What follows belongs to an exercise in optimizing a design on an open flow for small area, a short achievable clock period and few clock cycles; a production flow would make more cautious choices.
In this exercise RTL edits were held to simulation tests only and were not proved equivalent to the original.
Power and IR drop assume default switching activity.

## rev 12
## sorted_word_table_binary_search_top
module sorted_word_table_binary_search_top #(
  parameter int TABLE_DEPTH = swt_pkg::TABLE_DEPTH_DEF,
  parameter int WORD_CHARS  = swt_pkg::WORD_CHARS_DEF
) (
  input  logic                              clk,
  input  logic                              rst_n,
  input  logic                              in_tvalid,
  output logic                              in_tready,
  input  logic                              in_tuser,    
  input  logic [swt_pkg::IN_TDATA_W-1:0]    in_tdata,    
  output logic                              out_tvalid,
  input  logic                              out_tready,
  output logic [swt_pkg::OUT_TDATA_W-1:0]   out_tdata,   
  input  logic                              cfg_valid,
  output logic                              cfg_ready,
  input  logic [swt_pkg::COUNT_W-1:0]       cfg_data
);
  localparam int CW = swt_pkg::CHAR_W;
  localparam int NC = WORD_CHARS;
  localparam int W  = CW * NC;
  localparam int D  = TABLE_DEPTH;
  localparam int AW = $clog2(TABLE_DEPTH);
  localparam int QD = swt_pkg::QDEPTH;
  localparam int OW = 1 + AW;                  
  ...
Size in the first run: roughly 6400 cells after synthesis, ~1300 flip-flops, roughly 94 I/O pins, about 0.061 sq mm of cells after synthesis.
clock: 5.0 ns
lec_check: 0
cap_margin: 20
core_margin: 2
core_utilization: 40
cts_cluster_diameter: 100
cts_cluster_size: 25
setup_slack_margin: 3.0
slew_margin: 20
tns_end_percent: 100
run.sh (not shown) runs the stock make flow with config.mk's settings and CLKGATE_MAP_FILE= SYNTH_SCRIPT=/design/flow/synth_recipe.tcl, a recipe that flattens the netlist after the stock synthesis.
Testbench counts of rev 12, summed over its fixed seeds: cycles 2,080.
#### Input delta (rev 13 over rev 12)
--- a/flow/design.v
+++ b/flow/design.v
@@ -34,50 +34,29 @@
       swt_digit_cmp #(.W(CHW)) u_cmp (
         .a  (mem[i][c*CHW +: CHW]),
         .b  (wr_data[c*CHW +: CHW]),
         .eq (eq[i*NCH + c]),
         .lt (lt[i*NCH + c])
       );
     end
   end
 endmodule
 module swt_digit_cmp #(
-  parameter int W = 32           
+  parameter int W = 16
 ) (
   input  logic [W-1:0] a,
   input  logic [W-1:0] b,
   output logic         eq,
   output logic         lt
 );
-  localparam int N = W / 2;
-  localparam int L = $clog2(N);
-  logic [2*N-2:0] e, l;
-  function automatic logic [1:0] digit_cmp(input logic [1:0] x, input logic [1:0] y);
-    unique case ({x, y})
-      4'b0000, 4'b0101, 4'b1010, 4'b1111:                 digit_cmp = 2'b10;
-      4'b0001, 4'b0010, 4'b0011, 4'b0110, 4'b0111, 4'b1011: digit_cmp = 2'b01;
-      default:                                             digit_cmp = 2'b00;
-    endcase
-  endfunction
-  for (genvar j = 0; j < N; j++) begin : g_digit
-    assign {e[j], l[j]} = digit_cmp(a[2*j+1 -: 2], b[2*j+1 -: 2]);
-  end
-  for (genvar s = 1; s <= L; s++) begin : g_level
-    localparam int O  = 2*N - ((2*N) >> s);         
-    localparam int OP = 2*N - ((2*N) >> (s - 1));   
-    for (genvar j = 0; j < (N >> s); j++) begin : g_node
-      assign e[O+j] = e[OP+2*j+1] && e[OP+2*j];
-      assign l[O+j] = l[OP+2*j+1] || (e[OP+2*j+1] && l[OP+2*j]);
-    end
-  end
-  assign eq = e[2*N-2];
-  assign lt = l[2*N-2];
+  assign eq = (a == b);
+  assign lt = (a < b);
 endmodule
 module sorted_word_table_binary_search_top #(
   parameter int TABLE_DEPTH = swt_pkg::TABLE_DEPTH_DEF,
   parameter int WORD_CHARS  = swt_pkg::WORD_CHARS_DEF
 ) (
   input  logic                              clk,
   input  logic                              rst_n,
   input  logic                              in_tvalid,
   output logic                              in_tready,
   input  logic                              in_tuser,    
@@ -222,24 +201,38 @@
       below_pop_v = (k == 0) || qv_r[k];
       if (pop) begin
         qv_nxt[k] = up_v || (h_v && below_pop_v);
         qd_nxt[k] = up_v ? up_d : res;
       end else begin
         qv_nxt[k] = qv_r[k] || (h_v && below_v);
         qd_nxt[k] = qv_r[k] ? qd_r[k] : res;
       end
     end
   end
-  always_ff @(posedge clk) begin
-    if (!rst_n) qv_r <= '0;
-    else        qv_r <= qv_nxt;
-    qd_r <= qd_nxt;
+  logic          nv0_r;
+  logic          hold0, take0;
+  logic [OW-1:0] out_nxt;
+  assign hold0   = qv_r[0] && !out_tready;
+  assign take0   = nv0_r || out_tready;          
+  assign out_nxt = ({OW{hold0}} & qd_r[0]) | ({OW{take0}} & ((pop && qv_r[1]) ? qd_r[1] : res));
+  always_ff @(posedge clk) begin
+    if (!rst_n) begin
+      qv_r  <= '0;
+      nv0_r <= 1'b1;
+    end else begin
+      qv_r  <= qv_nxt;
+      nv0_r <= !qv_nxt[0];
+    end
+    qd_r[0] <= out_nxt;
+    for (int k = 1; k < QD; k++) begin
+      qd_r[k] <= qd_nxt[k];
+    end
   end
   assign occ_nxt = occ_r + (accept ? 1'b1 : 1'b0) - (pop ? 1'b1 : 1'b0);
   always_ff @(posedge clk) begin
     if (!rst_n) begin
       occ_r <= '0;
       rdy_r <= 1'b1;
     end else begin
       occ_r <= occ_nxt;
       rdy_r <= (occ_nxt < QD);
     end
==> run notes <==
Relative to rev 12, share of cell area taken by flip-flops and latches has increased by 1.4 points in rev 13. Reported for rev 12 and rev 13, number of design rule violations left after detail routing turned out identical to the last digit. Worst slack after detailed placement: rev 12 and rev 13 compared, higher one is rev 13. In the reports for rev 12 and rev 13, the smaller total power belongs to rev 13. Final period utilization, rev 12 and rev 13, higher one = rev 12. Status: critical path depth parity (rev 12, rev 13). Rev 12 vs rev 13, critical path's slowest cell: edfxtp_1 vs dfxtp_4. In terms of number of sequential storage elements, rev 13 and rev 12 differ only marginally. Rev 12 ended up with out_tdata[0] as its capture point of the worst path; rev 13 ended up with out_tvalid. Between rev 12 and rev 13, the number of nets in the layout is lower for rev 12. Lower worst reg2reg path depth among rev 12 and rev 13: rev 12. Rev 13 vs rev 12 on first-pass GRT wire length: rev 13 is the lower one. The final layouts of rev 12 and rev 13 pass the timing, design-rule and antenna checks. Rev 12 has a lower share of power burned in the clock network than rev 13. Combinational share of power for rev 13 is lower than for rev 12. In rev 13 the clock skew turned out 8.6 ps higher than in rev 12.
Testbench counts of rev 13, summed over its fixed seeds: cycles 2,080.

[what the ideal ports hide]
Ports are ideal in the flow. The routed layouts listed here were re-timed in OpenROAD. Step 1 (the two cells are an assumption about what drives the block):
set clk [get_ports {clk}]
set_driving_cell -lib_cell sky130_fd_sc_hd__clkbuf_16 $clk
set_driving_cell -lib_cell sky130_fd_sc_hd__buf_2 [delete_from_list [all_inputs] $clk]
Step 2 moves the port delays by t, midway between the first and last clock arrival at a register: inputs arrive t later, outputs are due t later. That takes back most of the time a late clock gives input paths. a / b / c = ideal / step 1 / step 2; a / b = the first two.
run	t (ns)	setup WS [ns]	worst setup path after step 2	worst data-port slew with drivers (ns)	pins driven straight from the clock port
rev 12	0.812	2.725 / 2.646 / 2.287	input to register	0.05	1
rev 13	0.814	2.841 / 2.751 / 2.304	input to register	0.07	1
After both steps setup and hold are still met in every run listed. The setup slack of rev 13, which loses most, moves by -0.090 ns with the drivers and by -0.537 ns with both steps.
